Source: an optimization exercise on an open RTL-to-GDS flow (aim: small area, a short achievable clock period and few clock cycles per item). Production flows keep margins and buffers that such runs may drop. The RTL was checked by simulation tests, not by an equivalence proof against the original design. Power and IR drop assume default switching activity.

**design/flow/config.mk**
```make
export PLATFORM = sky130hd
export DESIGN_NAME = mem_island_top
export DESIGN_NICKNAME = mem_island_top
export VERILOG_FILES = /design/flow/design.v
export SDC_FILE = /design/flow/constraint.sdc
export NUM_CORES = 4
export LEC_CHECK = 0
export CAP_MARGIN = 20
export CELL_PAD_IN_SITES_DETAIL_PLACEMENT = 1
export CELL_PAD_IN_SITES_GLOBAL_PLACEMENT = 2
export CORE_MARGIN = 2
export CORE_UTILIZATION = 45
export PLACE_DENSITY = 0.55
export SETUP_SLACK_MARGIN = 5.0
export SLEW_MARGIN = 20
```
**design/flow/constraint.sdc**
```tcl
create_clock -name core_clock -period 8.0 [get_ports {clk_i}]
set_input_delay 1.6000 -clock core_clock [delete_from_list [all_inputs] [get_ports {clk_i}]]
set_output_delay 1.6000 -clock core_clock [all_outputs]
set_load 0.01 [all_outputs]
```
**design/flow/design.v**
```verilog
`timescale 1ns/1ps
`default_nettype none
module mem_island_top (
   input  wire logic         clk_i,
   input  wire logic         rst_ni,
   input  wire logic         narrow_req_i,
   output      logic         narrow_gnt_o,
   input  wire logic [15:0]  narrow_addr_i,
   input  wire logic         narrow_we_i,
   input  wire logic [31:0]  narrow_wdata_i,
   input  wire logic [3:0]   narrow_strb_i,
   output      logic         narrow_rvalid_o,
   output      logic [31:0]  narrow_rdata_o,
   input  wire logic         wide_req_i,
   output      logic         wide_gnt_o,
   input  wire logic [15:0]  wide_addr_i,
   input  wire logic         wide_we_i,
   input  wire logic [63:0]  wide_wdata_i,
   input  wire logic [7:0]   wide_strb_i,
   output      logic         wide_rvalid_o,
   output      logic [63:0]  wide_rdata_o
);
   logic [127:0][31:0] mem_q;
   logic        n_nogo_q, n_acc;
   logic        n_v_q;
   logic [31:0] n_wd_q;
   logic [7:0][3:0] n_lo_st_q;    
   logic [15:0]     n_hi_q;       
   logic [1:0][3:0] n_bsel_q;     
   logic [7:0]      n_bank_q;     
   logic [7:0]  n_lo_oh;
   logic [15:0] n_hi_oh;
   logic        n_wr_nxt, n_rd_nxt;
   assign narrow_gnt_o = ~n_nogo_q;
   assign n_acc        = narrow_req_i & ~n_nogo_q;
   assign n_wr_nxt     = n_acc &  narrow_we_i;
   assign n_rd_nxt     = n_acc & ~narrow_we_i;
   always_comb begin
      n_lo_oh = '0;
      n_hi_oh = '0;
      n_lo_oh[narrow_addr_i[4:2]] = 1'b1;
      n_hi_oh[narrow_addr_i[8:5]] = 1'b1;
   end
   always_ff @(posedge clk_i or negedge rst_ni) begin
      if (!rst_ni) n_v_q <= 1'b0;
      else         n_v_q <= n_acc;
   end
   always_ff @(posedge clk_i) begin
      n_wd_q <= narrow_wdata_i;
      n_hi_q <= n_hi_oh;
      for (int l = 0; l < 8; l++) begin
         n_lo_st_q[l] <= {4{n_wr_nxt & n_lo_oh[l]}} & narrow_strb_i;
         n_bank_q[l]  <= n_rd_nxt & n_lo_oh[l];
      end
      for (int p = 0; p < 2; p++) begin
         n_bsel_q[p] <= {4{n_wr_nxt & (narrow_addr_i[2] == p[0])}} & narrow_strb_i;
      end
   end
   logic        w_v_q, w_we_q;
   logic [5:0]  w_a_q;
   logic [63:0] w_wd_q;
   logic [7:0]  w_st_q;
   logic        w_acc, w_adv, w_blk_q, w_blk_nxt;
   logic [1:0]  w_lost_q;
   logic        wv_nxt, wwe_nxt;
   logic [5:0]  wa_nxt;
   logic [63:0] wwd_nxt;
   logic [7:0]  wst_nxt;
   assign wide_gnt_o = ~w_blk_q;
   assign w_acc      = wide_req_i & ~w_blk_q;
   assign w_adv      = ~w_blk_q;
   always_comb begin
      if (!w_adv) begin
         wv_nxt  = w_v_q;
         wwe_nxt = w_we_q;
         wa_nxt  = w_a_q;
         wwd_nxt = w_wd_q;
         wst_nxt = w_st_q;
      end else begin
         wv_nxt  = w_acc;
         wwe_nxt = wide_we_i;
         wa_nxt  = wide_addr_i[8:3];
         wwd_nxt = wide_wdata_i;
         wst_nxt = wide_strb_i;
      end
   end
   logic [3:0] wst_half_nxt;
   assign wst_half_nxt = narrow_addr_i[2] ? wst_nxt[7:4] : wst_nxt[3:0];
   assign w_blk_nxt = n_acc & wv_nxt &
                      ((~narrow_we_i & ~wwe_nxt & (narrow_addr_i[4:3] == wa_nxt[1:0])) |
                       ( narrow_we_i &  wwe_nxt & |(narrow_strb_i & wst_half_nxt)));
   always_ff @(posedge clk_i or negedge rst_ni) begin
      if (!rst_ni) begin
         w_v_q    <= 1'b0;
         w_blk_q  <= 1'b0;
         w_lost_q <= '0;
         n_nogo_q <= 1'b0;
      end else begin
         w_v_q   <= wv_nxt;
         w_blk_q <= w_blk_nxt;
         if (w_blk_q) begin
            if (w_lost_q != 2'd3) w_lost_q <= w_lost_q + 2'd1;
         end else begin
            w_lost_q <= '0;
         end
         n_nogo_q <= w_blk_q & (w_lost_q >= 2'd2);
      end
   end
   always_ff @(posedge clk_i) begin
      w_we_q <= wwe_nxt;
      w_a_q  <= wa_nxt;
      w_wd_q <= wwd_nxt;
      w_st_q <= wst_nxt;
   end
   logic [3:0][1:0][3:0] w_lo_st_q;    
   logic [15:0]          w_hi_q;       
   logic [3:0]           w_pair_q;     
   logic [3:0]           w_m_oh;
   logic [15:0]          w_hi_oh;
   always_comb begin
      w_m_oh  = '0;
      w_hi_oh = '0;
      w_m_oh[wa_nxt[1:0]]  = 1'b1;
      w_hi_oh[wa_nxt[5:2]] = 1'b1;
   end
   always_ff @(posedge clk_i) begin
      w_hi_q   <= w_hi_oh;
      w_pair_q <= w_m_oh;
      for (int m = 0; m < 4; m++) begin
         for (int h = 0; h < 2; h++) begin
            w_lo_st_q[m][h] <= {4{wv_nxt & wwe_nxt & w_m_oh[m]}} & wst_nxt[4*h +: 4];
         end
      end
   end
   logic [1:0][31:0] bus_d;
   logic [15:0]      w_hi_ok;
   assign w_hi_ok = w_hi_q & {16{~w_blk_q}};
   always_comb begin
      for (int p = 0; p < 2; p++) begin
         for (int j = 0; j < 4; j++) begin
            bus_d[p][8*j +: 8] = n_bsel_q[p][j] ? n_wd_q[8*j +: 8] : w_wd_q[32*p + 8*j +: 8];
         end
      end
   end
   for (genvar w = 0; w < 128; w++) begin : gen_word
      for (genvar j = 0; j < 4; j++) begin : gen_byte
         logic en;
         assign en = (n_lo_st_q[w % 8][j] & n_hi_q[w / 8]) |
                     (w_lo_st_q[(w % 8) / 2][w % 2][j] & w_hi_ok[w / 8]);
         always_ff @(posedge clk_i) begin
            if (en) mem_q[w][8*j +: 8] <= bus_d[w % 2][8*j +: 8];
         end
      end
   end
   logic [7:0][15:0] row_oh_q;
   always_ff @(posedge clk_i) begin
      for (int b = 0; b < 8; b++) begin
         if (n_rd_nxt && n_lo_oh[b]) row_oh_q[b] <= n_hi_oh;
         else                        row_oh_q[b] <= w_hi_oh;
      end
   end
   logic [7:0][31:0] bank_out;
   always_comb begin
      for (int b = 0; b < 8; b++) begin
         bank_out[b] = '0;
         for (int r = 0; r < 16; r++) begin
            bank_out[b] = bank_out[b] | (mem_q[r*8 + b] & {32{row_oh_q[b][r]}});
         end
      end
   end
   logic [31:0] n_rdata_d;
   logic [63:0] w_rdata_d;
   always_comb begin
      n_rdata_d = '0;
      w_rdata_d = '0;
      for (int b = 0; b < 8; b++) begin
         n_rdata_d = n_rdata_d | (bank_out[b] & {32{n_bank_q[b]}});
      end
      for (int m = 0; m < 4; m++) begin
         w_rdata_d = w_rdata_d | ({bank_out[2*m+1], bank_out[2*m]} & {64{w_pair_q[m]}});
      end
   end
   logic        n_rv_q, w_rv_q;
   logic [31:0] n_rdata_q;
   logic [63:0] w_rdata_q;
   always_ff @(posedge clk_i or negedge rst_ni) begin
      if (!rst_ni) begin
         n_rv_q <= 1'b0;
         w_rv_q <= 1'b0;
      end else begin
         n_rv_q <= n_v_q;
         w_rv_q <= w_v_q & ~w_blk_q;
      end
   end
   always_ff @(posedge clk_i) begin
      n_rdata_q <= n_rdata_d;
      w_rdata_q <= w_rdata_d;
   end
   assign narrow_rvalid_o = n_rv_q;
   assign narrow_rdata_o  = n_rdata_q;
   assign wide_rvalid_o   = w_rv_q;
   assign wide_rdata_o    = w_rdata_q;
endmodule
`default_nettype wire
```
**design/flow/run.sh**
```bash
#!/bin/bash
# synth_recipe.tcl (not shown) runs the flow's synth.tcl, then flattens the netlist and writes it again
# the make line also repeats each setting of config.mk as NAME=value (left out here)
make -C /OpenROAD-flow-scripts/flow DESIGN_CONFIG=/design/flow/config.mk WORK_HOME=/design/flow/orfs CLKGATE_MAP_FILE= SYNTH_SCRIPT=/design/flow/synth_recipe.tcl finish
```
==> results of run 1 <==
cells in the mapped netlist, drive strengths merged, types with 2 or more instances:
library cell  count
edfxtp         4160
a22o           1536
a221oi         1024
clkbuf          646
dfxtp           387
nand4           289
a22oi           256
nand2           129
o21ai            96
buf              87
nand3            71
mux2             67
inv              57
mux2i            55
nor2             53
and3             32
nor2b            20
and2             12
ha               11
dfrtp             8
a21oi             5
xnor2             5
nand3b            4
nor3              4
nor4              4
or3               4
nor3b             3
xor2              3
a32oi             2
nand2b            2
area by class of cell:
class,count,area [um2]
antenna,177,443
fill,32624,175000
clock inverter,258,2070
multi-input combinational,3694,31000
tap,4816,6030
timing repair buffer,613,5300
sequential,4555,133000
clock buffer,627,13000
inverter,58,264
cell usage in the layout, fill, tap and decap left out, drive strengths merged, types with 71 or more instances in the layout:
master / instances
edfxtp: 4160
diode: 177
a22oi: 256
nand2: 129
dfxtp: 387
clkinv: 208
a22o: 1536
nand4: 289
buf: 486
clkbuf: 627
clkdlybuf4s50: 124
o21ai: 96
nand3: 71
a221oi: 1024
repair_timing:
| action | 4_1_cts | 5_1_grt |
|---|---|---|
| buffers inserted | 98 | 23 |
| gates cloned | 1 | 0 |
| hold buffers | 0 | 0 |
| setup endpoints to repair | 2042 | 269 |
| pin swaps | 112 | 35 |
| gates resized for setup | 710 | 85 |
sequential cells by signal (all words and copies together), names as in the netlist, 16 cells and up:
register   cells
w_hi_q        16
mem_q       4096
n_lo_st_q     32
row_oh_q     128
n_wd_q        32
w_rdata_q     64
n_hi_q        16
w_lo_st_q     32
n_rdata_q     32
w_wd_q        64
stage by stage:
step	instance area [um2]	utilization (%)	hold WS (ns)
detailed placement	174000	47.5	0.358
global placement	174000	47.5	0.347
finish	191000	52.3	0.374
CTS	190000	52.0	0.376
global route	191000	52.2	0.379
floorplan	166000	-	0.331
critical path: cells and delay by family (launching register included):
kind | cells | cell delay (ns)
flip-flops | 1 | 0.47
buffers and inverters | 3 | 0.36
cells by family after synthesis:
| logic type | synth area share (%) |
|---|---|
| fa+ha+maj | 0.0830 |
| buf+inv | 1.81 |
| simple gates | 2.10 |
| xor+xnor | 0.0513 |
| flops | 80.1 |
| compound gates | 15.0 |
| mux | 0.795 |
power by group:
group	internal [W]	switching, W
combinational	0.00132	0.00389
clock	0.0123	0.00937
sequential	0.0265	0.000424
per-layer routing:
| metal | part of all wire, % | track usage (%) |
|---|---|---|
| met1 | 39 | 48.2 |
| met2 | 46 | 55.7 |
| met3 | 9.6 | 8.20 |
| met4 | 5.7 | 18.0 |
| met5 | 0.023 | 0 |
worst max-delay path by stage:
stage | cells past startpoint | slack (ns) | endpoint
floorplan | 8 | 4.83 | row_oh_q[70]$_DFF_P_
global route | 3 | 4.54 | wide_gnt_o
detailed placement | 6 | 3.23 | row_oh_q[38]$_DFF_P_
CTS | 1 | 4.24 | narrow_rdata_o[1]
finish | 3 | 4.57 | wide_gnt_o
global placement | 6 | 3.19 | row_oh_q[118]$_DFF_P_
==> impl_metrics.ini, run 1 <==
[synth]
synthArstFlopShare_pct = 0.176
ys_warn_count = 1
synth_area_um2 = 166000
synth_edf_count = 4160
yosys-top-cells-area = edfxtp_1, a22o_1, a221oi_1, dfxtp_1, clkbuf_1
avgSynthCellArea_um2 = 18.3
synth_cells = 9039
ys_seq_elements = 4555
synth_ff_type = edfxtp_1
yosysTopAreaCellShare_pct = 75.3
synth_nets = 9196
yosysUniqueCellTypes = 54
seq_area_frac_synth_pct = 80.1
synth_area_leader_cell = edfxtp_1

[die]
coreArea_um2 = 366000
row_count = 222
die_h_um = 611
start_util_pct = 45.3
dieWidth_um = 611
die_area_um2 = 373000
num_io_pins = 246

[global_route]
grt_max_degree = 68
grt_pass1_wl_um = 905000
grtUsageTotal_pct = 36.1
grt-ovfl-total = 0
grt_pass1_vias = 99071
antenna_found_initial = 67

[critical_path]
path_cells = buf_6 -> clkinvlp_4 -> buf_6
r2r.worst_path.cells = 6
worstPathRequired_ns = 6.40
end_kind = output pin
start_kind = flop
arrival_ns = 1.83
startpoint = w_blk_q$_DFF_PN0_
critPathMaxStageDelay_ns = 0.47
worst_r2r_endpoint = mem_q[1837]$_DFFE_PP_
reg2reg_slack_ns = 4.86
worst-setup-path-type = reg2out
reg2reg_from = w_blk_q$_DFF_PN0_
path_max_fanout = 2
crit_top_cell = buf_6
critPathSlowestCell = dfrtp_4

[timing]
min_period_over_period_pct = 42.9
hold_viol = 0
finalSetupTns_ns = 0
slew_violations = 0
setup_ws_ns = 4.57
setup_violations = 0
slew_headroom_pct = 19.2
rsz0062_at_grt = yes
finClkSkew_ns = 0.0427
worst_pin_slew_ns = 1.21
max_freq_ghz = 0.291
period_needed_ns = 3.43

[worst_hold_path]
hold_path.class = reg2reg
whs_path_depth = 0
holdPathEnd = n_rv_q$_DFF_PN0_
hp-start = n_v_q$_DFF_PN0_

[clocking]
cts_buffers = 475
cts_tree = built
clock-sinks = 4555
htreeDepth = 5
clock-root-buffer = clkbuf_16
insertion_delay_ns = 1.02
clock_path_buffers = 4
path_clk_slew_ns = 0.06

[cells_and_area]
drive_gt1_share_pct = 16.6
syn2layout_area_growth_pct = 15.4
stdcell_count = 14798
final_nets = 9554

[drt]
drc = 0
ant_nets = 0
drtPass1Iterations = 6
vias_per_cell = 6.89
wl_um = 685000
vias = 101959
drt_first_iter_violations = 14910
wl_per_cell_um = 46.3

[placed_design]
place_congestion = 0.919
portBuffers = 226
place_inst = 13614
hpwl_um = 434000
post-place-ws_ns = 3.23

[pwr]
power_w = 0.0538
p_leak_nw = 61.2
peakVddDrop_mv = 0.206
power.density_nw_per_um2 = 281

[run_status]
status = timing/DRC/antenna clean

[flow_run]
maxCapViolations = 0
Testbench counts, summed over its fixed seeds: cycles 12,431, items 20,000.
==> run 2: changes to the inputs <==
--- a/design/flow/config.mk
+++ b/design/flow/config.mk
@@ -12,2 +12,4 @@
 export CORE_UTILIZATION = 45
+export CTS_CLUSTER_DIAMETER = 100
+export CTS_CLUSTER_SIZE = 20
 export PLACE_DENSITY = 0.55
==> run 2 against run 1 <==
Highest routed layer unchanged. Design area shrank 3.9%. Register-to-register slack lost 0.06 ns. Cell count shrank 3.4%. Clock power shrank 34%. Combinational power is essentially flat. Wire length shrank 0.53%. Critical endpoint unchanged. Hold slack gained 0.010 ns. Global-route usage shrank 0.21 points. Utilization shrank 2.1 points. Setup slack gained 0.028 ns. Area after synthesis is the same. Sequential share of layout area grew 2.9 points. Still clean on timing, DRC and antenna. Critical path type unchanged.
==> impl_metrics.ini, run 2 <==
[die]
die_area_um2 = 373000
coreArea_um2 = 366000
dieWidth_um = 611
die_h_um = 611
row_count = 222
num_io_pins = 246
start_util_pct = 45.3

[drt]
dr_wl_met2_um = 311000
met3_length_um = 63500
vias_per_cell = 7.03
vias = 100522
drt_first_iter_violations = 14903
wl_um = 681000
ant_nets = 0
drtPass1Iterations = 6
drc = 0
m1WireLength_um = 266000
wl_per_cell_um = 47.6
top_layer_used = met5

[synth]
synth_ff_type = edfxtp_1
yosysUniqueCellTypes = 54
synth.top_cells.by_count = edfxtp_1, a22o_1, a221oi_1
synthArstFlopShare_pct = 0.176
ys_seq_elements = 4555
synth_nets = 9196
avgSynthCellArea_um2 = 18.3
synth_area_um2 = 166000
synth_edf_count = 4160
yosys-top-cells-area = edfxtp_1, a22o_1, a221oi_1, dfxtp_1, clkbuf_1
ys_warn_count = 1
seq_area_frac_synth_pct = 80.1
synth_cells = 9039
synth_area_leader_cell = edfxtp_1
yosysMostFrequentCell = edfxtp_1
yosysTopAreaCellShare_pct = 75.3

[cells_and_area]
top_register = mem_q
largest_reg_flops = 4096
final_cell_mix = edfxtp_1, a22o_1, a221oi_1
final_common_cell = edfxtp_1
reg_top3 = mem_q (4096), row_oh_q (128)
nFillCells = 32943
syn2layout_area_growth_pct = 10.8
fin_area_um2 = 184000
drive_gt1_share_pct = 13.6
final_nets = 9346

[clocking]
clock-root-buffer = clkbuf_16
clock-sinks = 4555
insertion_delay_ns = 0.97
clock_path_buffers = 4
cts_tree = built
htreeDepth = 5
path_clk_slew_ns = 0.09
ctsHoldBuffers = 0
cts_buffers = 265

[global_route]
grt_pass1_wl_um = 898000
grt_pass1_vias = 96889
antenna_found_initial = 67
grtUsageTotal_pct = 35.8
grt-ovfl-total = 0
grt_max_degree = 68

[pwr]
power.density_nw_per_um2 = 253
p_leak_nw = 57.5
peakVddDrop_mv = 0.182

[run_status]
status = timing/DRC/antenna clean

[placed_design]
hpwl_um = 434000
portBuffers = 226
placed_area_um2 = 174000
place_congestion = 0.919

[critical_path]
worst-setup-path-type = reg2out
arrival_ns = 1.80
path_max_fanout = 3
crit_top_cell = buf_6
worstPathRequired_ns = 6.40
start_kind = flop
path_cells = buf_6 -> clkinvlp_4 -> buf_6
end_kind = output pin
critPathMaxStageDelay_ns = 0.48
critPathSlowestCell = dfrtp_4

[timing]
finClkSkew_ns = 0.0409
period_needed_ns = 3.40
hold_viol = 0
slew_violations = 0
worst_pin_slew_ns = 1.24
max_freq_ghz = 0.294
min_period_over_period_pct = 42.6
setup_violations = 0
rsz0062_at_grt = yes
slew_headroom_pct = 17.3
finalSetupTns_ns = 0

[flow_run]
maxCapViolations = 0

[worst_hold_path]
hold_path.class = reg2reg
[run 2: cell count changes in the layout (fill, tap and decap cells not counted), moves of 7 or more]
cell,before,now
bufinv_16,31,0
clkbuf_1,111,104
clkbuf_16,487,283
clkbuf_8,27,1
clkinv_1,106,1
clkinv_2,96,0
clkinvlp_4,8,1
diode_2,177,167
[run 2: cell type report]
type	instances	area, um2	area share [%]
Multi-Input combinational cell	3694	31000	16.9
Clock inverter	6	47.5	0.0259
Clock buffer	389	7490	4.08
Tap cell	4816	6030	3.28
Timing Repair Buffer	615	5310	2.89
Sequential cell	4555	133000	72.5
Inverter	58	267	0.145
Antenna cell	167	418	0.227
[run 2: per-layer routing]
layer	GRT usage, %	vias up
met1	48.5	54756
li1	-	38923
met4	18.6	8
met5	0	-
met2	55.1	5759
met3	7.26	1076
[run 2: worst max-delay path: cells and delay by family (launching register included)]
family,cells,cell delay [ns]
buf+inv,3,0.36
flops,1,0.48
[run 2: what timing repair did]
item / in CTS / in global routing
gates cloned: 1 / 0
endpoints found under the setup margin: 2041 / 285
hold endpoints to repair: 0 / 0
pin swaps: 112 / 31
buffers inserted: 98 / 25
resized for setup: 725 / 78
[run 2: power by group]
| group | internal [W] | leakage (nW) | switching [W] |
|---|---|---|---|
| registers | 0.0264 | 40.9 | 0.000429 |
| clock network | 0.00652 | 3.65 | 0.00782 |
| logic | 0.00132 | 13.0 | 0.00389 |
[run 2: cell families after synthesis]
logic type,count (synthesis),share of synthesized area [%]
flops,4555,80.1
compound gates,2922,15.0
buf+inv,791,1.81
simple gates,630,2.10
mux,122,0.795
fa+ha+maj,11,0.0830
xor+xnor,8,0.0513
[run 2: through the flow]
step / setup WS [ns] / instances / hold WS, ns / util (%) / total power [W]
after floorplan: 4.83 / 9039 / 0.331 / - / 0.0289
after global placement: 3.19 / 13612 / 0.347 / 47.5 / 0.0320
after detailed placement: 3.23 / 13614 / 0.358 / 47.5 / 0.0321
after CTS: 4.27 / 14108 / 0.376 / 49.9 / 0.0463
after global routing: 4.57 / 14273 / 0.387 / 50.2 / 0.0473
final: 4.60 / 14300 / 0.384 / 50.2 / 0.0464
[run 2: final timing paths]
check	start	endpoint	slack, ns	cells after the start
worst max-delay path	w_blk_q$_DFF_PN0_	wide_gnt_o	4.60	3
worst min-delay path	n_v_q$_DFF_PN0_	n_rv_q$_DFF_PN0_	0.38	0
worst max register to register	row_oh_q[97]$_DFF_P_	w_rdata_q[25]$_DFF_P_	4.80	6
worst min register to register	n_v_q$_DFF_PN0_	n_rv_q$_DFF_PN0_	0.38	0
max in group asynchronous	rst_ni	w_blk_q$_DFF_PN0_	6.74	1
min in group asynchronous	rst_ni	n_v_q$_DFF_PN0_	0.94	1
==> run 3: changes to the inputs <==
--- a/design/flow/design.v
+++ b/design/flow/design.v
@@ -23,3 +23,3 @@
    logic [127:0][31:0] mem_q;
-   logic        n_nogo_q, n_acc;
+   logic        n_nogo_q, n_gnt_q, n_acc;
    logic        n_v_q;
@@ -33,3 +33,3 @@
    logic        n_wr_nxt, n_rd_nxt;
-   assign narrow_gnt_o = ~n_nogo_q;
+   assign narrow_gnt_o = n_gnt_q;
    assign n_acc        = narrow_req_i & ~n_nogo_q;
@@ -62,3 +62,3 @@
    logic [7:0]  w_st_q;
-   logic        w_acc, w_adv, w_blk_q, w_blk_nxt;
+   logic        w_acc, w_adv, w_blk_q, w_blk_nxt, w_gnt_q;
    logic [1:0]  w_lost_q;
@@ -68,3 +68,3 @@
    logic [7:0]  wst_nxt;
-   assign wide_gnt_o = ~w_blk_q;
+   assign wide_gnt_o = w_gnt_q;
    assign w_acc      = wide_req_i & ~w_blk_q;
@@ -97,2 +97,4 @@
          n_nogo_q <= 1'b0;
+         n_gnt_q  <= 1'b1;
+         w_gnt_q  <= 1'b1;
       end else begin
@@ -106,2 +108,4 @@
          n_nogo_q <= w_blk_q & (w_lost_q >= 2'd2);
+         n_gnt_q  <= ~(w_blk_q & (w_lost_q >= 2'd2));
+         w_gnt_q  <= ~w_blk_nxt;
       end
@@ -126,3 +130,3 @@
    always_ff @(posedge clk_i) begin
-      w_hi_q   <= w_hi_oh;
+      w_hi_q   <= w_hi_oh & {16{~w_blk_nxt}};
       w_pair_q <= w_m_oh;
@@ -136,3 +140,3 @@
    logic [15:0]      w_hi_ok;
-   assign w_hi_ok = w_hi_q & {16{~w_blk_q}};
+   assign w_hi_ok = w_hi_q;
    always_comb begin
@@ -154,7 +158,6 @@
    end
-   logic [7:0][15:0] row_oh_q;
-   always_ff @(posedge clk_i) begin
+   logic [7:0][15:0] row_oh;
+   always_comb begin
       for (int b = 0; b < 8; b++) begin
-         if (n_rd_nxt && n_lo_oh[b]) row_oh_q[b] <= n_hi_oh;
-         else                        row_oh_q[b] <= w_hi_oh;
+         row_oh[b] = n_bank_q[b] ? n_hi_q : w_hi_q;
       end
@@ -166,3 +169,3 @@
          for (int r = 0; r < 16; r++) begin
-            bank_out[b] = bank_out[b] | (mem_q[r*8 + b] & {32{row_oh_q[b][r]}});
+            bank_out[b] = bank_out[b] | (mem_q[r*8 + b] & {32{row_oh[b][r]}});
          end
==> run 3 against run 2 <==
Synthesized cell count is 2.4% lower. First-iteration DRC count fell by 7.5%. Critical path depth is 5 higher. Maximum frequency is 4.9% higher. Global-route usage decreased by 2.0 points. Setup slack better by 0.16 ns.
==> impl_metrics.ini, run 3 <==
[clocking]
clock_path_buffers = 4
insertion_delay_ns = 1.01
cts_tree = built
cts_buffers = 243
path_clk_slew_ns = 0.09
clock-root-buffer = clkbuf_16
ctsHoldBuffers = 0
clock-sinks = 4429
htreeDepth = 4

[cells_and_area]
final_nets = 9374
nFillCells = 31841
final_cell_mix = edfxtp_1, a22o_1, a221oi_1
register_area_um2 = 131000
multi_input_area_um2 = 36000
final_common_cell = edfxtp_1
drive_gt1_share_pct = 20.1
syn2layout_area_growth_pct = 15.0
largest_reg_flops = 4096
fin_area_um2 = 189000
top_register = mem_q
reg_top3 = mem_q (4096), w_rdata_q (64), w_wd_q (64)

[synth]
synth_area_leader_cell = edfxtp_1
synth.area.mux_share_pct = 1.53
synth_ff_type = edfxtp_1
synth_edf_count = 4160
yosysUniqueCellTypes = 52
yosysTopAreaCellShare_pct = 76.1
ys_warn_count = 1
ys_seq_elements = 4429
synth-simple-area-share_pct = 2.05
synthArstFlopShare_pct = 0.226
synth_top_family_by_area = compound AO/OA/AOI/OAI gates
synth_area_um2 = 164000
yosysMostFrequentCell = edfxtp_1
synth_nets = 8980
synth_compound_area_share_pct = 15.0
synthXorXnorAreaFrac_pct = 0.0534
avgSynthCellArea_um2 = 18.6
synth_cells = 8821
yosys-top-cells-area = edfxtp_1, a22o_1, a221oi_1, dfxtp_1, clkbuf_1
yosys.area_share.adder_pct = 0.0991
synth.top_cells.by_count = edfxtp_1, a22o_1, a221oi_1
seq_area_frac_synth_pct = 79.5

[timing]
finalSetupTns_ns = 0
worst_pin_slew_ns = 1.14
hold_viol = 0
finClkSkew_ns = 0.0414
slew_headroom_pct = 22.1
max_freq_ghz = 0.308
min_period_over_period_pct = 40.6
slew_violations = 0
worst_hold_slack_ns = 0.354
setup_violations = 0
rsz0062_at_grt = yes
period_needed_ns = 3.25

[placed_design]
hpwl_um = 401000
place_congestion = 0.890
placed_area_um2 = 171000
portBuffers = 226

[global_route]
grt_pass1_vias = 94350
grtUsageTotal_pct = 33.9
grt-ovfl-total = 0
antenna_found_initial = 68
grt_max_degree = 65
grt_pass1_wl_um = 848000

[pwr]
p_leak_nw = 58.9
power.density_nw_per_um2 = 239
swShare_pct = 26.1
power_frac_clock_pct = 29.8
p_sw_w = 0.0118
peakVddDrop_mv = 0.181
combPwrFrac_pct = 12.7
power.internal_w = 0.0333
p_seq_share_pct = 57.6

[drt]
vias_per_cell = 6.90
drtPass1Iterations = 7
drt_first_iter_violations = 13791
ant_nets = 0
vias = 98372
wl_um = 659000
wl_per_cell_um = 46.3
drc = 0

[critical_path]
worst-setup-path-type = reg2reg
start_kind = flop
end_kind = flop
startpoint = n_bank_q[1]$_DFF_P_
r2r.worst_path.cells = 8
worstPathRequired_ns = 8.74
arrival_ns = 3.99
worst_r2r_endpoint = n_rdata_q[30]$_DFF_P_
reg2reg_slack_ns = 4.75
path_max_fanout = 16
reg2reg_from = n_bank_q[1]$_DFF_P_

[die]
die_area_um2 = 369000
num_io_pins = 246
die_h_um = 608
row_count = 221
start_util_pct = 45.3
coreArea_um2 = 363000
dieWidth_um = 608

[worst_hold_path]
hold_path.class = reg2reg
holdPathEnd = n_rv_q$_DFF_PN0_
hp-start = n_v_q$_DFF_PN0_
whs_path_depth = 0

[run_status]
status = timing/DRC/antenna clean

[flow_run]
maxCapViolations = 0
run 3: cell types whose count changed after synthesis, moves of 103 or more:
| cell | change |
|---|---|
| a221oi_1 | -137 |
| nand4_1 | -129 |
| and4_1 | +128 |
| dfxtp_1 | -128 |
| a22o_1 | -122 |
| mux2_2 | +103 |
run 3: cell families (layout without fill, tap and decap cells):
kind of cell    Yosys count  in the layout
flops                  4429           4429
compound gates         2856           2856
buf+inv                 757           1301
simple gates            543            543
mux                     213            259
fa+ha+maj                13             13
xor+xnor                 10             10
other cells               0             46
run 3: critical path, stage by stage, from the launching register on:
cell and delay [ns]:
dfxtp_4 0.48, buf_12 0.16, buf_16 0.14, buf_4 0.13, mux2_8 0.45, a221oi_2 0.33
nand4_1 0.17, a22oi_2 0.62, nand4_1 0.45
run 3: cell type report:
class	instances	share of cell area (%)
Inverter	30	0.0597
Clock inverter	4	0.0279
Antenna cell	46	0.0610
Clock buffer	437	3.68
Multi-Input combinational cell	3681	19.1
Sequential cell	4429	69.3
Tap cell	4794	3.18
Timing Repair Buffer	830	4.64
run 3: metal layers:
layer | wire (um) | vias up | track usage (%)
met1 | 254000 | 53481 | 44.7
li1 | - | 38682 | -
met2 | 308000 | 5157 | 53.9
met4 | 36500 | 12 | 16.0
met3 | 60900 | 1040 | 6.92
met5 | 103 | - | 0
run 3: power by group through the flow:
| stage | registers, W | clock network [W] | logic, W |
|---|---|---|---|
| after floorplan | 0.0263 | 0 | 0.00175 |
| final | 0.0260 | 0.0134 | 0.00570 |
| after detailed placement | 0.0265 | 0 | 0.00456 |
| after global routing | 0.0260 | 0.0143 | 0.00570 |
| after global placement | 0.0265 | 0 | 0.00451 |
| after CTS | 0.0259 | 0.0136 | 0.00524 |
run 3: metrics by stage:
stage / std cells / setup WS, ns / power (W) / util, %
2_1_floorplan: 8821 / 4.98 / 0.0281 / -
3_3_place_gp: 13318 / 3.37 / 0.0310 / 47.3
3_5_place_dp: 13318 / 3.37 / 0.0311 / 47.3
4_1_cts: 14031 / 4.70 / 0.0447 / 50.9
5_1_grt: 14214 / 4.72 / 0.0459 / 52.0
6_report: 14251 / 4.75 / 0.0451 / 52.0
run 3: how the worst max path moves through the flow:
stage / to / cells after the start
2_1_floorplan: w_hi_q[8]$_DFF_P_ / 7
3_3_place_gp: n_rdata_q[30]$_DFF_P_ / 7
3_5_place_dp: n_rdata_q[30]$_DFF_P_ / 7
4_1_cts: narrow_gnt_o / 1
5_1_grt: wide_gnt_o / 1
6_report: n_rdata_q[30]$_DFF_P_ / 8
run 3: repair_timing:
action / in CTS / in global routing
setup endpoints to repair: 208 / 190
buffers inserted: 246 / 130
pin swaps: 143 / 101
resized for setup: 1288 / 367
gates cloned: 26 / 44
Testbench counts of run 3, summed over its fixed seeds: cycles 12,431, items 20,000.
==> run 4: changes to the inputs <==
--- a/design/flow/config.mk
+++ b/design/flow/config.mk
@@ -17 +17,2 @@
 export SLEW_MARGIN = 20
+export TNS_END_PERCENT = 10
==> run 4 against run 3 <==
Clock power barely moved. Utilization is 0.95 points lower. Non-clock buffer count decreased by 161. Sequential cell count stayed put. Hold slack better by 0.0087 ns. Clock-buffer cell count increased by 14. Cell count decreased by 0.91%. Global-route usage is 0.10 points lower. Die area unchanged. First-iteration DRC count fell by 2.6%. Clock skew rose by 0.0091 ns. Critical endpoint is now w_lo_st_q[15]$_DFF_P_. Largest cell class unchanged. Largest power group unchanged.
==> impl_metrics.ini, run 4 <==
[synth]
synthArstFlopShare_pct = 0.226
yosysUniqueCellTypes = 52
ys_seq_elements = 4429
yosysMostFrequentCell = edfxtp_1
yosysTopAreaCellShare_pct = 76.1
avgSynthCellArea_um2 = 18.6
synth_edf_count = 4160
yosys-top-cells-area = edfxtp_1, a22o_1, a221oi_1, dfxtp_1, clkbuf_1
synth_area_um2 = 164000
synth_cells = 8821
synth_area_leader_cell = edfxtp_1
seq_area_frac_synth_pct = 79.5
synth_ff_type = edfxtp_1
ys_warn_count = 1
synth.top_cells.by_count = edfxtp_1, a22o_1, a221oi_1
synth_nets = 8980

[cells_and_area]
reg_top3 = mem_q (4096), w_rdata_q (64), w_wd_q (64)
syn2layout_area_growth_pct = 12.9
top_register = mem_q
final_nets = 9218
final_common_cell = edfxtp_1
final_cell_mix = edfxtp_1, a22o_1, a221oi_1
largest_reg_flops = 4096
drive_gt1_share_pct = 15.4

[pwr]
p_sw_w = 0.0117
power.density_nw_per_um2 = 242
p_leak_nw = 57.5
combPwrFrac_pct = 11.9
peakVddDrop_mv = 0.188
power_frac_clock_pct = 30.1
swShare_pct = 26.1
p_seq_share_pct = 58.0
power.internal_w = 0.0331

[clocking]
cts_tree = built
clock-sinks = 4429
clock-root-buffer = clkbuf_16
insertion_delay_ns = 1.01
path_clk_slew_ns = 0.09
clock_path_buffers = 4
htreeDepth = 4
ctsHoldBuffers = 0
cts_buffers = 243

[drt]
vias_per_cell = 6.88
drtPass1Iterations = 6
ant_nets = 0
wl_um = 650000
drt_first_iter_violations = 13437
vias = 97187
wl_per_cell_um = 46.0
drc = 0

[critical_path]
path_max_fanout = 8
crit_family = simple AND/OR/NAND/NOR gates
r2r.worst_path.cells = 7
critPathSlowestCell = nand2_1
arrival_ns = 4.23
path_cells = clkdlybuf4s50_1 -> mux2i_1 -> inv_1 -> nor2_1 -> nand2_1 -> nor2_1
worst-setup-path-type = in2reg
critPathMaxStageDelay_ns = 0.80
crit_top_cell = nor2_1
crit_buf_inv = 2
start_kind = input port
cp_num_cells = 6
end_kind = flop
worstPathRequired_ns = 8.89

[die]
die_area_um2 = 369000
start_util_pct = 45.3
row_count = 221
die_h_um = 608
coreArea_um2 = 363000
dieWidth_um = 608
num_io_pins = 246

[flow_run]
maxCapViolations = 0

[timing]
hold_viol = 0
slew_violations = 0
rsz0062_at_grt = yes
slew_headroom_pct = 21.2
setup_violations = 0
finalSetupTns_ns = 0
worst_hold_slack_ns = 0.363
finClkSkew_ns = 0.0506
min_period_over_period_pct = 41.7
period_needed_ns = 3.34
max_freq_ghz = 0.299
worst_pin_slew_ns = 1.18

[placed_design]
portBuffers = 226
hpwl_um = 401000
place_congestion = 0.876

[worst_hold_path]
whs_path_depth = 0
hold_path.class = reg2reg

[global_route]
grt-ovfl-total = 0
grt_pass1_vias = 93539
antenna_found_initial = 78
grt_pass1_wl_um = 845000
grt_max_degree = 67
grtUsageTotal_pct = 33.8

[run_status]
status = timing/DRC/antenna clean
-- run 4: cell count changes in the layout (fill, tap and decap cells not counted), moves of 29 or more --
cell / before / now
dfxtp_1: 145 / 174
buf_6: 140 / 61
dlygate4sd2_1: 0 / 54
dfxtp_2: 48 / 14
a221oi_1: 619 / 731
a221oi_2: 245 / 156
buf_12: 81 / 44
and4_4: 95 / 60
buf_4: 413 / 319
-- run 4: cell families (layout without fill, tap and decap cells) --
family | count (synthesis) | count (layout) | share of synthesized area [%]
other | 0 | 56 | 0
xor gates and xnor gates | 10 | 10 | 0.0534
DFF | 4429 | 4429 | 79.5
AOI/OAI and AO/OA | 2856 | 2856 | 15.0
adders and majority gates | 13 | 13 | 0.0991
and+or+nand+nor | 543 | 543 | 2.05
buffers and inverters | 757 | 1157 | 1.84
muxes | 213 | 264 | 1.53
-- run 4: area by class of cell --
cell class / instances / area (um2)
Sequential cell: 4429 / 131000
Clock inverter: 7 / 95.1
Fill cell: 32308 / 177000
Timing Repair Buffer: 669 / 6640
Antenna cell: 56 / 140
Inverter: 30 / 113
Clock buffer: 451 / 6990
Multi-Input combinational cell: 3686 / 34600
Tap cell: 4794 / 6000
-- run 4: repair_timing --
item | 4_1_cts | 5_1_grt
pin swaps | 119 | 12
resized for setup | 762 | 231
setup buffers | 204 | 47
cloned | 29 | 33
setup endpoints to repair | 228 | 246
-- run 4: worst paths after layout --
check / slack, ns / from / end
max: 4.66 / wide_addr_i[4] / w_lo_st_q[15]$_DFF_P_
min: 0.36 / n_v_q$_DFF_PN0_ / n_rv_q$_DFF_PN0_
max reg2reg: 4.69 / w_hi_q[5]$_DFF_P_ / w_rdata_q[3]$_DFF_P_
min reg2reg: 0.36 / n_v_q$_DFF_PN0_ / n_rv_q$_DFF_PN0_
max in group asynchronous: 6.72 / rst_ni / n_gnt_q$_DFF_PN1_
min in group asynchronous: 0.93 / rst_ni / w_lost_q[0]$_DFFE_PN0P_
-- run 4: per-stage QoR --
stage	utilization, %	worst slack, ns	cells	total power, W	instance area [um2]
after floorplan	-	4.98	8821	0.0281	164000
after global placement	47.2	3.26	13295	0.0310	171000
after detailed placement	47.2	3.23	13295	0.0311	171000
after CTS	50.6	4.66	13986	0.0447	183000
after global routing	51.1	4.74	14082	0.0456	185000
final	51.1	4.66	14122	0.0448	185000
-- run 4: per-layer routing --
| layer | GRT usage [%] | up-vias | wire length, um |
|---|---|---|---|
| li1 | - | 38395 | - |
| met1 | 45.1 | 52842 | 252000 |
| met2 | 54.0 | 4958 | 307000 |
| met3 | 5.45 | 982 | 53700 |
| met4 | 16.7 | 10 | 36300 |
| met5 | 0 | - | 70 |
-- run 4: power by group through the flow --
| stage | Clock (W) | Combinational [W] | Sequential, W |
|---|---|---|---|
| 6_report | 0.0135 | 0.00534 | 0.0260 |
| 5_1_grt | 0.0143 | 0.00534 | 0.0260 |
| 4_1_cts | 0.0136 | 0.00509 | 0.0260 |
| 3_5_place_dp | 0 | 0.00457 | 0.0265 |
| 3_3_place_gp | 0 | 0.00451 | 0.0265 |
| 2_1_floorplan | 0 | 0.00175 | 0.0263 |
==> run 5: changes to the inputs <==
--- a/design/flow/config.mk
+++ b/design/flow/config.mk
@@ -11,8 +11,7 @@
 export CORE_MARGIN = 2
-export CORE_UTILIZATION = 45
+export CORE_UTILIZATION = 55
 export CTS_CLUSTER_DIAMETER = 100
 export CTS_CLUSTER_SIZE = 20
-export PLACE_DENSITY = 0.55
+export PLACE_DENSITY = 0.65
 export SETUP_SLACK_MARGIN = 5.0
 export SLEW_MARGIN = 20
-export TNS_END_PERCENT = 10
==> run 5 against run 4 <==
Still clean on timing, DRC and antenna. Critical path depth fell by 5. Die area fell by 18%. Combinational power rose by 1%. Non-clock buffer count rose by 98. Wire length fell by 3.5%. Sequential power barely moved. Cell count fell by 5.5%. Critical path type is now reg2out. Largest power group unchanged. Highest routed layer unchanged.
==> impl_metrics.ini, run 5 <==
[synth]
yosysTopAreaCellShare_pct = 76.1
synth_top_family_by_area = compound AO/OA/AOI/OAI gates
synth_cells = 8821
avgSynthCellArea_um2 = 18.6
ys_warn_count = 1
ys_seq_elements = 4429
seq_area_frac_synth_pct = 79.5
yosys.area_share.adder_pct = 0.0991
synth_area_leader_cell = edfxtp_1
yosys-top-cells-area = edfxtp_1, a22o_1, a221oi_1, dfxtp_1, clkbuf_1
synthXorXnorAreaFrac_pct = 0.0534
synth_area_um2 = 164000
synth-simple-area-share_pct = 2.05
synth_edf_count = 4160
synth.top_cells.by_count = edfxtp_1, a22o_1, a221oi_1
synthArstFlopShare_pct = 0.226
yosysMostFrequentCell = edfxtp_1
synth_compound_area_share_pct = 15.0
synth_nets = 8980
synth.area.mux_share_pct = 1.53
yosysUniqueCellTypes = 52
synth_ff_type = edfxtp_1

[die]
dieWidth_um = 550
row_count = 200
num_io_pins = 246
die_h_um = 550
start_util_pct = 55.3
coreArea_um2 = 297000
die_area_um2 = 303000

[timing]
setup_ws_ns = 4.78
max_freq_ghz = 0.311
period_needed_ns = 3.22
slew_headroom_pct = 13.9
min_period_over_period_pct = 40.2
finClkSkew_ns = 0.0530
finalSetupTns_ns = 0
rsz0062_at_grt = yes
setup_violations = 0
hold_viol = 0
worst_pin_slew_ns = 1.29
slew_violations = 0

[drt]
wl_um = 627000
vias_per_cell = 7.52
wl_per_cell_um = 46.9
dr_wl_met2_um = 283000
m1WireLength_um = 220000
vias = 100363
drc = 0
top_layer_used = met5
drt_first_iter_violations = 16119
met3_length_um = 76200
drtPass1Iterations = 6
ant_nets = 0

[clocking]
cts_buffers = 243
clock_path_buffers = 4
clock-sinks = 4429
insertion_delay_ns = 1.00
cts_tree = built
clock-root-buffer = clkbuf_16
htreeDepth = 4
path_clk_slew_ns = 0.09

[placed_design]
place_congestion = 0.894
post-place-ws_ns = 3.48
portBuffers = 226
hpwl_um = 373000

[critical_path]
startpoint = w_gnt_q$_DFF_PN1_
critPathMaxStageDelay_ns = 0.54
arrival_ns = 1.62
r2r.worst_path.cells = 11
worst_r2r_endpoint = n_rdata_q[22]$_DFF_P_
critPathSlowestCell = dfstp_2
end_kind = output pin
cp_num_cells = 1
worstPathRequired_ns = 6.40
crit_buf_inv = 1
start_kind = flop
crit_family = flip-flops
crit_end = wide_gnt_o
path_max_fanout = 1
reg2reg_slack_ns = 4.83
reg2reg_from = n_bank_q[7]$_DFF_P_
path_cells = buf_6
worst-setup-path-type = reg2out

[global_route]
grt_pass1_vias = 96377
grt_max_degree = 67
grtUsageTotal_pct = 40.3
grt-ovfl-total = 0
grt_pass1_wl_um = 827000
antenna_found_initial = 62

[cells_and_area]
top_register = mem_q
nFillCells = 24573
drive_gt1_share_pct = 18.5
multi_input_area_um2 = 35100
final_common_cell = edfxtp_1
syn2layout_area_growth_pct = 13.3
final_util_pct = 62.6
final_nets = 9315
largest_reg_flops = 4096
final_cell_mix = edfxtp_1, a22o_1, a221oi_1
reg_top3 = mem_q (4096), w_rdata_q (64), w_wd_q (64)
register_area_um2 = 131000

[pwr]
p_leak_nw = 58.2
peakVddDrop_mv = 0.258
power.density_nw_per_um2 = 240

[run_status]
status = timing/DRC/antenna clean

[flow_run]
maxCapViolations = 0

[worst_hold_path]
hold_path.class = reg2reg
==> run 5: changes by cell type in the layout (fill, tap and decap cells not counted), moves of 23 or more <==
cell / before / now
buf_12: 44 / 67
buf_2: 4 / 29
buf_4: 319 / 394
dfxtp_1: 174 / 146
buf_6: 61 / 109
a221oi_2: 156 / 225
dfxtp_2: 14 / 47
a221oi_1: 731 / 658
dlygate4sd2_1: 54 / 0
==> run 5: per-stage QoR <==
| stage | std cells | hold slack, ns | instance area, um2 | total power [W] |
|---|---|---|---|---|
| 5_1_grt | 13314 | 0.384 | 186000 | 0.0454 |
| 4_1_cts | 13190 | 0.359 | 183000 | 0.0442 |
| 6_report | 13351 | 0.367 | 186000 | 0.0446 |
| 3_3_place_gp | 12450 | 0.335 | 170000 | 0.0306 |
| 2_1_floorplan | 8821 | 0.331 | 164000 | 0.0281 |
| 3_5_place_dp | 12450 | 0.337 | 170000 | 0.0307 |
==> run 5: kinds of logic (layout without fill, tap and decap cells) <==
group / Yosys count / count (layout)
AND/OR/NAND/NOR: 543 / 543
flip-flops: 4429 / 4429
multiplexers: 213 / 263
other: 0 / 47
XOR/XNOR: 10 / 10
buffers and inverters: 757 / 1251
adder cells (fa/ha/maj): 13 / 13
AO/OA/AOI/OAI: 2856 / 2856
==> run 5: worst min-delay path by stage <==
| stage | slack, ns | end | from | cells past startpoint |
|---|---|---|---|---|
| floorplan | 0.33 | n_rv_q$_DFF_PN0_ | n_v_q$_DFF_PN0_ | 0 |
| global placement | 0.34 | n_rv_q$_DFF_PN0_ | n_v_q$_DFF_PN0_ | 0 |
| detailed placement | 0.34 | n_rv_q$_DFF_PN0_ | n_v_q$_DFF_PN0_ | 0 |
| CTS | 0.36 | n_rv_q$_DFF_PN0_ | n_v_q$_DFF_PN0_ | 0 |
| global route | 0.38 | n_rv_q$_DFF_PN0_ | n_v_q$_DFF_PN0_ | 0 |
| finish | 0.37 | n_rv_q$_DFF_PN0_ | n_v_q$_DFF_PN0_ | 0 |
==> run 5: repair_timing <==
action,4_1_cts,5_1_grt
hold buffers,0,0
endpoints found under the setup margin,221,197
resized for setup,1239,217
buffers inserted,241,94
pin swaps,126,71
hold endpoints to repair,0,0
gates cloned,45,20
==> run 5: layout make-up <==
class / instances / area share (%)
Sequential cell: 4429 / 70.3
Tap cell: 3939 / 2.65
Clock buffer: 448 / 3.75
Timing Repair Buffer: 767 / 4.25
Multi-Input combinational cell: 3685 / 18.9
Clock inverter: 6 / 0.0404
Inverter: 30 / 0.0626
Antenna cell: 47 / 0.0633
==> run 5: power breakdown <==
part           switching [W]  internal [W]  leakage, nW  total (W)
Sequential          0.000209        0.0257         39.8     0.0259
Combinational        0.00377       0.00163         15.1    0.00540
Clock                0.00741       0.00589         3.34     0.0133
Total                 0.0114        0.0333         58.2     0.0446
==> run 5: layer usage <==
metal  vias to the layer above  global-route usage, %
met1                     53081                   52.1
met2                      7151                   61.1
met4                        34                   25.3
met3                      1511                   10.8
met5                         -                  0.500
li1                      38586                      -
==> run 6: changes to the inputs <==
--- a/design/flow/config.mk
+++ b/design/flow/config.mk
@@ -17 +17,2 @@
 export SLEW_MARGIN = 20
+export TNS_END_PERCENT = 10
==> run 6 against run 5 <==
Cell count decreased by 1.3%. Sequential cell count unchanged. Still clean. Clock power about the same. Non-clock buffer count decreased by 107. Area after synthesis unchanged. Die area unchanged. Setup slack got worse by 0.10 ns. Largest power group unchanged. Global-route usage decreased by 0.87 points.
==> impl_metrics.ini, run 6 <==
[critical_path]
end_kind = flop
crit_top_cell = nand4_1
reg2reg_slack_ns = 4.68
critPathSlowestCell = a22oi_2
arrival_ns = 4.12
worstPathRequired_ns = 8.80
path_max_fanout = 32
path_cells = buf_8 -> mux2_2 -> buf_6 -> a22o_1 -> a221oi_1 -> nand4_1 -> buf_4 -> a22oi_2 -> nand4_1
worst-setup-path-type = reg2reg
start_kind = flop
critPathMaxStageDelay_ns = 0.61

[global_route]
grt_pass1_wl_um = 810000
grt_pass1_vias = 95750
grt_max_degree = 67
antenna_found_initial = 72
grt-ovfl-total = 0
grtUsageTotal_pct = 39.4

[synth]
synthArstFlopShare_pct = 0.226
seq_area_frac_synth_pct = 79.5
synth_cells = 8821
ys_warn_count = 1
synth_nets = 8980
synth_ff_type = edfxtp_1
yosys-top-cells-area = edfxtp_1, a22o_1, a221oi_1, dfxtp_1, clkbuf_1
synth_area_leader_cell = edfxtp_1
synth.top_cells.by_count = edfxtp_1, a22o_1, a221oi_1
yosysUniqueCellTypes = 52
ys_seq_elements = 4429
yosysTopAreaCellShare_pct = 76.1
synth_edf_count = 4160
synth_area_um2 = 164000
avgSynthCellArea_um2 = 18.6
yosysMostFrequentCell = edfxtp_1

[placed_design]
place_congestion = 0.907
portBuffers = 226
place_inst = 12463
hpwl_um = 374000

[drt]
ant_nets = 0
drc = 0
drtPass1Iterations = 6
wl_per_cell_um = 45.8
vias_per_cell = 7.43
drt_first_iter_violations = 15397
wl_um = 603000
vias = 97917

[timing]
slew_violations = 0
worst_pin_slew_ns = 1.24
min_period_over_period_pct = 41.5
hold_viol = 0
period_needed_ns = 3.32
setup_violations = 0
rsz0062_at_grt = yes
worst_hold_slack_ns = 0.360
finClkSkew_ns = 0.0432
finalSetupTns_ns = 0
max_freq_ghz = 0.301
slew_headroom_pct = 17.1

[die]
row_count = 200
dieWidth_um = 550
num_io_pins = 246
die_area_um2 = 303000
coreArea_um2 = 297000
die_h_um = 550
start_util_pct = 55.3

[clocking]
ctsHoldBuffers = 0
clock_path_buffers = 4
path_clk_slew_ns = 0.09
clock-sinks = 4429
clock-root-buffer = clkbuf_16
htreeDepth = 4
cts_tree = built
cts_buffers = 243
insertion_delay_ns = 1.01

[cells_and_area]
drive_gt1_share_pct = 13.8
nFillCells = 24874
final_common_cell = edfxtp_1
final_nets = 9178
final_cell_mix = edfxtp_1, a22o_1, a221oi_1
stdcell_count = 13173
syn2layout_area_growth_pct = 10.9
reg_top3 = mem_q (4096), w_rdata_q (64), w_wd_q (64)
final_util_pct = 61.3
largest_reg_flops = 4096
top_register = mem_q

[pwr]
swShare_pct = 25.1
power.internal_w = 0.0329
power_frac_clock_pct = 30.0
combPwrFrac_pct = 11.0
power.density_nw_per_um2 = 242
p_sw_w = 0.0110
p_leak_nw = 56.8
p_seq_share_pct = 58.9
peakVddDrop_mv = 0.224

[worst_hold_path]
hold_path.class = reg2reg

[run_status]
status = timing/DRC/antenna clean

[flow_run]
maxCapViolations = 0
## run 6: cell counts after synthesis
No cell type changed its count.
## run 6: cell type report
type	instances	area [um2]	area share, %
antenna	33	82.6	0.0454
clock buffer	423	6930	3.81
clock inverter	4	42.5	0.0234
inverter	30	113	0.0619
multi-input combinational	3655	32900	18.1
sequential	4429	131000	71.8
tap	3939	4930	2.71
timing repair buffer	660	6380	3.51
## run 6: cells by family (layout without fill, tap and decap cells)
kind of cell               count (synthesis)  after routing  synth area share [%]
and+or+nand+nor                          543            543                  2.05
other                                      0             33                     0
xor gates and xnor gates                  10             10                0.0534
muxes                                    213            233                  1.53
buffers and inverters                    757           1117                  1.84
adders and majority gates                 13             13                0.0991
DFF                                     4429           4429                  79.5
AOI/OAI and AO/OA                       2856           2856                  15.0
## run 6: repair_timing
item / CTS / global route
setup endpoints to repair: 229 / 212
gates cloned: 22 / 2
pin swaps: 80 / 5
gates resized for setup: 699 / 96
buffers inserted: 204 / 22
## run 6: power by group through the flow
stage,clock network (W),logic (W),registers (W)
floorplan,0,0.00175,0.0263
global placement,0,0.00413,0.0265
detailed placement,0,0.00422,0.0265
CTS,0.0133,0.00462,0.0259
global route,0.0139,0.00487,0.0259
finish,0.0132,0.00485,0.0259
## run 6: metrics by stage
step           worst slack (ns)  power [W]  instance area, um2
3_3_place_gp               3.10     0.0306              170000
3_5_place_dp               3.34     0.0307              170000
5_1_grt                    4.73     0.0447              182000
6_report                   4.68     0.0440              182000
4_1_cts                    4.73     0.0438              181000
2_1_floorplan              4.98     0.0281              164000
## run 6: worst max-delay path: cells and delay by family, from the launching register on
kind,cells,cell delay (ns)
compound gates,3,1.19
buf+inv,3,0.61
flops,1,0.45
simple gates,2,0.42
mux,1,0.36
## run 6: metal layers
layer  vias up  global-route usage (%)  share of wire [%]
met5         -                       0              0.050
met4        44                    22.8                7.0
met3      1373                    9.27                 11
met2      6394                    61.1                 46
met1     51895                    51.4                 36
li1      38211                       -                  -
## run 6: path summary, 6_finish.rpt
check / endpoint / cells after the start / start
min in group asynchronous: n_rv_q$_DFF_PN0_ / 1 / rst_ni
worst min register to register: n_rv_q$_DFF_PN0_ / 0 / n_v_q$_DFF_PN0_
worst min-delay path: n_rv_q$_DFF_PN0_ / 0 / n_v_q$_DFF_PN0_
worst max-delay path: n_rdata_q[24]$_DFF_P_ / 9 / n_bank_q[7]$_DFF_P_
max in group asynchronous: n_gnt_q$_DFF_PN1_ / 1 / rst_ni
worst max register to register: n_rdata_q[24]$_DFF_P_ / 9 / n_bank_q[7]$_DFF_P_
==> run 7: changes to the inputs <==
--- a/design/flow/design.v
+++ b/design/flow/design.v
@@ -97,4 +97,2 @@
          n_nogo_q <= 1'b0;
-         n_gnt_q  <= 1'b1;
-         w_gnt_q  <= 1'b1;
       end else begin
@@ -108,5 +106,7 @@
          n_nogo_q <= w_blk_q & (w_lost_q >= 2'd2);
-         n_gnt_q  <= ~(w_blk_q & (w_lost_q >= 2'd2));
-         w_gnt_q  <= ~w_blk_nxt;
-      end
+      end
+   end
+   always_ff @(posedge clk_i) begin
+      n_gnt_q <= ~(w_blk_q & (w_lost_q >= 2'd2));
+      w_gnt_q <= ~w_blk_nxt;
    end
@@ -188,10 +188,5 @@
    logic [63:0] w_rdata_q;
-   always_ff @(posedge clk_i or negedge rst_ni) begin
-      if (!rst_ni) begin
-         n_rv_q <= 1'b0;
-         w_rv_q <= 1'b0;
-      end else begin
-         n_rv_q <= n_v_q;
-         w_rv_q <= w_v_q & ~w_blk_q;
-      end
+   always_ff @(posedge clk_i) begin
+      n_rv_q <= n_v_q;
+      w_rv_q <= w_v_q & ~w_blk_q;
    end
--- a/design/flow/config.mk
+++ b/design/flow/config.mk
@@ -17,2 +17 @@
 export SLEW_MARGIN = 20
-export TNS_END_PERCENT = 10
==> run 7 against run 6 <==
Sequential power hardly changed. Synthesized cell count stayed put. Setup slack better by 0.085 ns. Critical path depth is 1 lower. Via count is 1.2% higher. Non-clock buffer count is 26 higher. Critical endpoint is now n_rdata_q[28]$_DFF_P_. Highest routed layer unchanged.
==> impl_metrics.ini, run 7 <==
[critical_path]
worstPathRequired_ns = 8.77
r2r.worst_path.cells = 8
critPathSlowestCell = a22oi_2
end_kind = flop
critPathMaxStageDelay_ns = 0.54
arrival_ns = 4.00
path_cells = buf_8 -> mux2_2 -> buf_8 -> a221oi_2 -> nand4_1 -> buf_4 -> a22oi_2 -> nand4_1
start_kind = flop
cp_num_cells = 8
crit_family = compound AO/OA/AOI/OAI gates
worst-setup-path-type = reg2reg
crit_buf_inv = 3
path_max_fanout = 32
reg2reg_from = w_hi_q[8]$_DFF_P_
startpoint = w_hi_q[8]$_DFF_P_

[timing]
setup_violations = 0
hold_viol = 0
finalSetupTns_ns = 0
worst_pin_slew_ns = 1.23
period_needed_ns = 3.23
slew_headroom_pct = 16.5
rsz0062_at_grt = yes
max_freq_ghz = 0.309
min_period_over_period_pct = 40.4
worst_hold_slack_ns = 0.360
finClkSkew_ns = 0.0381
slew_violations = 0

[flow_run]
maxCapViolations = 0

[cells_and_area]
stdcell_count = 13224
final_nets = 9214
syn2layout_area_growth_pct = 12.6
nFillCells = 24763
final_util_pct = 62.2
largest_reg_flops = 4096
top_register = mem_q
drive_gt1_share_pct = 17.9
final_cell_mix = edfxtp_1, a22o_1, a221oi_1
reg_top3 = mem_q (4096), w_rdata_q (64), w_wd_q (64)
final_common_cell = edfxtp_1

[die]
die_h_um = 550
dieWidth_um = 550
num_io_pins = 246
coreArea_um2 = 297000
die_area_um2 = 303000
row_count = 200
start_util_pct = 55.3

[synth]
synth_area_leader_cell = edfxtp_1
ys_seq_elements = 4429
yosys-top-cells-area = edfxtp_1, a22o_1, a221oi_1, dfxtp_1, clkbuf_1
synth_ff_type = edfxtp_1
synth_edf_count = 4160
synth.top_cells.by_count = edfxtp_1, a22o_1, a221oi_1
synthArstFlopShare_pct = 0.135
seq_area_frac_synth_pct = 79.5
ys_warn_count = 1
yosysUniqueCellTypes = 51
yosysTopAreaCellShare_pct = 76.2
synth_nets = 8980
synth_area_um2 = 164000
avgSynthCellArea_um2 = 18.6
synth_cells = 8821
yosysMostFrequentCell = edfxtp_1

[placed_design]
portBuffers = 226
place_inst = 12466
place_congestion = 0.897
hpwl_um = 374000

[clocking]
cts_buffers = 243
path_clk_slew_ns = 0.09
clock-sinks = 4429
insertion_delay_ns = 0.98
clock_path_buffers = 4
cts_tree = built
ctsHoldBuffers = 0
htreeDepth = 4
clock-root-buffer = clkbuf_16

[drt]
wl_per_cell_um = 46.9
wl_um = 620000
vias_per_cell = 7.49
drt_first_iter_violations = 15074
vias = 99090
drtPass1Iterations = 6
ant_nets = 0
drc = 0

[global_route]
grt-ovfl-total = 0
grt_pass1_vias = 95702
met1_usage_pct = 50.7
use_met2_pct = 62.3
grt_busiest_layer = met2
grt_max_degree = 67
antenna_found_initial = 62
grtUsageTotal_pct = 39.6
grt_util_met3_pct = 9.41
grt_pass1_wl_um = 812000

[pwr]
power.density_nw_per_um2 = 241
p_leak_nw = 57.6
peakVddDrop_mv = 0.193

[worst_hold_path]
whs_path_depth = 0
hp-start = n_v_q$_DFF_PN0_
hold_path.class = reg2reg

[run_status]
status = timing/DRC/antenna clean
==> run 7: changes by cell type in the layout (fill, tap and decap cells not counted), sizes merged, moves of 2 or more <==
cell           previous run  this run
buf                     451       546
dfrtp                     8         6
dfstp                     2         0
dfxtp                   259       263
dlygate4sd2              60         0
mux2                    215       225
clkdlybuf4s15            19         0
clkbuf                  425       459
bufbuf                    3         1
diode                    33        24
==> run 7: worst register-to-register path: stages (launching register included) <==
cell and delay (ns):
dfxtp_4 0.45, buf_8 0.25, mux2_2 0.39, buf_8 0.24
a221oi_2 0.51, nand4_1 0.17, buf_4 0.20, a22oi_2 0.54
nand4_1 0.28
==> run 7: metal layers <==
metal  vias to the layer above  share of wire [%]
met2                      6718                 46
met1                     52458                 35
li1                      38342                  -
met5                         -              0.055
met4                        42                7.3
met3                      1530                 11
==> run 7: power by group <==
| group | leakage [nW] | internal, W | switching, W |
|---|---|---|---|
| clock | 3.30 | 0.00584 | 0.00740 |
| combinational | 14.5 | 0.00157 | 0.00366 |
| sequential | 39.8 | 0.0257 | 0.000239 |
==> run 7: repair_timing <==
item	4_1_cts	5_1_grt
gates cloned	16	28
gates resized for setup	1309	226
setup endpoints to repair	213	181
buffers inserted	182	57
pin swaps	115	103
==> run 7: layout make-up <==
type | instances | area (um2) | area share (%)
Inverter | 30 | 116 | 0.0630
Timing Repair Buffer | 686 | 7070 | 3.83
Sequential cell | 4429 | 131000 | 70.7
Clock buffer | 446 | 6930 | 3.75
Clock inverter | 5 | 41.3 | 0.0224
Antenna cell | 24 | 60.1 | 0.0325
Multi-Input combinational cell | 3665 | 34900 | 18.9
Tap cell | 3939 | 4930 | 2.67
==> run 7: final timing paths <==
path / end / slack [ns]
worst max-delay path: n_rdata_q[28]$_DFF_P_ / 4.77
worst min-delay path: n_rv_q$_DFF_P_ / 0.36
worst max register to register: n_rdata_q[28]$_DFF_P_ / 4.77
worst min register to register: n_rv_q$_DFF_P_ / 0.36
max in group asynchronous: w_lost_q[0]$_DFFE_PN0P_ / 6.86
min in group asynchronous: n_v_q$_DFF_PN0_ / 0.89
==> run 7: per-stage QoR <==
step | total power [W] | cell area [um2] | setup WS (ns)
after floorplan | 0.0281 | 164000 | 4.98
after global placement | 0.0307 | 170000 | 3.46
after detailed placement | 0.0307 | 170000 | 3.47
after CTS | 0.0440 | 182000 | 4.79
after global routing | 0.0452 | 185000 | 4.79
final | 0.0445 | 185000 | 4.77
==> run 7: cell families after synthesis <==
kind of cell	Yosys count	synth area share, %
multiplexers	213	1.53
AND/OR/NAND/NOR	543	2.05
buffers and inverters	757	1.84
adder cells (fa/ha/maj)	13	0.0992
flip-flops	4429	79.5
AO/OA/AOI/OAI	2856	15.0
XOR/XNOR	10	0.0534
Testbench counts of run 7, summed over its fixed seeds: cycles 12,431, items 20,000.
==> run 8: changes to the inputs <==
--- a/design/flow/config.mk
+++ b/design/flow/config.mk
@@ -11,6 +11,6 @@
 export CORE_MARGIN = 2
-export CORE_UTILIZATION = 55
+export CORE_UTILIZATION = 60
 export CTS_CLUSTER_DIAMETER = 100
 export CTS_CLUSTER_SIZE = 20
-export PLACE_DENSITY = 0.65
+export PLACE_DENSITY = 0.7
 export SETUP_SLACK_MARGIN = 5.0
==> run 8 against run 7 <==
Wire length up 3.2%. Still clean on timing, DRC and antenna. Sequential share of layout area down 0.35 points. Via count up 3.8%. Clock power is essentially flat. Cell count decreased by 2.2%. First-iteration DRC count rose by 14%. Register-to-register slack worse by 0.16 ns. Area after synthesis unchanged. Critical path depth is 1 higher. Combinational power up 3%.
==> impl_metrics.ini, run 8 <==
[run_status]
status = timing/DRC/antenna clean

[timing]
slew_violations = 0
finClkSkew_ns = 0.0354
finalSetupTns_ns = 0
worst_hold_slack_ns = 0.351
min_period_over_period_pct = 42.5
worst_pin_slew_ns = 1.37
period_needed_ns = 3.40
rsz0062_at_grt = yes
slew_headroom_pct = 6.79
setup_violations = 0
max_freq_ghz = 0.294
setup_ws_ns = 4.60
hold_viol = 0

[cells_and_area]
fin_area_um2 = 186000
top_register = mem_q
syn2layout_area_growth_pct = 13.2
reg_top3 = mem_q (4096), w_rdata_q (64), w_wd_q (64)
final_common_cell = edfxtp_1
final_nets = 9280
register_area_um2 = 131000
final_cell_mix = edfxtp_1, a22o_1, a221oi_1
largest_reg_flops = 4096
nFillCells = 21426
drive_gt1_share_pct = 18.4
multi_input_area_um2 = 35500

[placed_design]
post-place-ws_ns = 3.55
placed_area_um2 = 169000
hpwl_um = 369000
portBuffers = 226
place_congestion = 0.906

[drt]
drtPass1Iterations = 8
ant_nets = 0
drt_first_iter_violations = 17241
wl_um = 640000
drc = 0
vias_per_cell = 7.95
wl_per_cell_um = 49.4
vias = 102900

[synth]
synth_area_um2 = 164000
yosysTopAreaCellShare_pct = 76.2
yosysMostFrequentCell = edfxtp_1
yosysUniqueCellTypes = 51
ys_seq_elements = 4429
avgSynthCellArea_um2 = 18.6
ys_warn_count = 1
synth.top_cells.by_count = edfxtp_1, a22o_1, a221oi_1
synth_cells = 8821
synth_edf_count = 4160
synth_area_leader_cell = edfxtp_1
synth_ff_type = edfxtp_1
seq_area_frac_synth_pct = 79.5
synthArstFlopShare_pct = 0.135
synth_nets = 8980
yosys-top-cells-area = edfxtp_1, a22o_1, a221oi_1, dfxtp_1, clkbuf_1

[clocking]
clock_path_buffers = 4
clock-root-buffer = clkbuf_16
path_clk_slew_ns = 0.09
insertion_delay_ns = 1.00
cts_buffers = 243
htreeDepth = 4
clock-sinks = 4429
ctsHoldBuffers = 0
cts_tree = built

[flow_run]
maxCapViolations = 0

[pwr]
peakVddDrop_mv = 0.198
power.density_nw_per_um2 = 241
p_leak_nw = 58.1
power_w = 0.0447

[critical_path]
arrival_ns = 4.11
path_cells = buf_16 -> mux2_8 -> buf_12 -> a22o_1 -> a221oi_1 -> nand4_1 -> buf_4 -> a22oi_2 -> nand4_1
crit_top_cell = nand4_1
end_kind = flop
critPathMaxStageDelay_ns = 0.52
worstPathRequired_ns = 8.71
worst-setup-path-type = reg2reg
critPathSlowestCell = dfxtp_4
start_kind = flop
path_max_fanout = 9

[die]
die_area_um2 = 278000
row_count = 191
start_util_pct = 60.4
coreArea_um2 = 271000
die_h_um = 527
num_io_pins = 246
dieWidth_um = 527

[global_route]
grtUsageTotal_pct = 44.1
met1_usage_pct = 55.1
grt_pass1_wl_um = 832000
grt_max_degree = 67
use_met2_pct = 66.6
grt_util_met3_pct = 11.9
antenna_found_initial = 53
grt-ovfl-total = 0
grt_pass1_vias = 99472
grt_busiest_layer = met2

[worst_hold_path]
hold_path.class = reg2reg
==> run 8: cell families after synthesis <==
family          Yosys count  synth area share [%]
flops                  4429                  79.5
simple gates            543                  2.05
compound gates         2856                  15.0
fa+ha+maj                13                0.0992
xor+xnor                 10                0.0534
mux                     213                  1.53
buf+inv                 757                  1.84
==> run 8: power by group <==
group | switching, W | internal (W) | total [W]
combinational | 0.00378 | 0.00161 | 0.00540
clock | 0.00744 | 0.00587 | 0.0133
sequential | 0.000234 | 0.0257 | 0.0260
total | 0.0115 | 0.0332 | 0.0447
==> run 8: final timing paths <==
path	startpoint	endpoint	slack, ns	depth (start not counted)
worst max-delay path	n_bank_q[1]$_DFF_P_	n_rdata_q[10]$_DFF_P_	4.60	9
worst min-delay path	n_v_q$_DFF_PN0_	n_rv_q$_DFF_P_	0.35	0
worst max register to register	n_bank_q[1]$_DFF_P_	n_rdata_q[10]$_DFF_P_	4.60	9
worst min register to register	n_v_q$_DFF_PN0_	n_rv_q$_DFF_P_	0.35	0
max in group asynchronous	rst_ni	w_blk_q$_DFF_PN0_	6.93	1
min in group asynchronous	rst_ni	w_lost_q[0]$_DFFE_PN0P_	0.84	1
==> run 8: area by class of cell <==
cell class	count	share of cell area [%]
clock buffers	448	3.75
clock inverters	5	0.0317
well taps	3570	2.41
inverters	30	0.0640
flip-flops and latches	4429	70.4
diodes	38	0.0512
multi-input cells	3685	19.1
repair buffers	732	4.19
==> run 8: per-stage QoR <==
stage	util, %	instances
4_1_cts	67.3	12774
6_report	68.4	12937
5_1_grt	68.3	12905
2_1_floorplan	-	8821
3_3_place_gp	62.4	12067
3_5_place_dp	62.4	12068
==> run 8: routing by layer <==
metal	vias up	part of all wire [%]
met2	8763	45
met4	38	9.7
met5	-	0.054
li1	38471	-
met1	53302	32
met3	2326	13
==> run 8: worst max-delay path: cells and delay by family (launching register included) <==
kind,cells,cell delay (ns)
simple gates,2,0.62
mux,1,0.48
compound gates,3,0.81
buf+inv,3,0.65
flops,1,0.52
==> run 8: what timing repair did <==
item,in CTS,in global routing
gates resized for setup,1298,267
setup endpoints to repair,226,230
gates cloned,47,22
pin swaps,119,99
buffers inserted,206,103

port drivers added, routing unchanged:
The flow's constraints put no driver on any port. The routed layouts listed below were extracted and timed again, unchanged, in two steps.
Step 1: set_driving_cell puts a clkbuf_16 on clk_i and a buf_2 on each other input, an assumption about the parent block.
Step 2, shift: input delay + t, output delay - t, t = (earliest + latest rising clock arrival at the registers) / 2. This alone moves slack from input paths to output paths.
Three values: no drivers, after step 1, after step 2; two values: the first two.
run	t, ns	slack for setup (ns)
run 1	1.129	4.567 / 4.441 / 3.889
run 2	1.063	4.596 / 4.483 / 3.888
run 3	1.113	4.755 / 4.637 / 4.010
run 4	1.106	4.661 / 4.600 / 3.608
run 5	1.082	4.781 / 4.672 / 4.012
run 6	1.082	4.680 / 4.660 / 3.833
run 7	1.079	4.765 / 4.677 / 4.103
run 8	1.096	4.603 / 4.603 / 3.984
After both steps setup and hold are still met in every run listed.
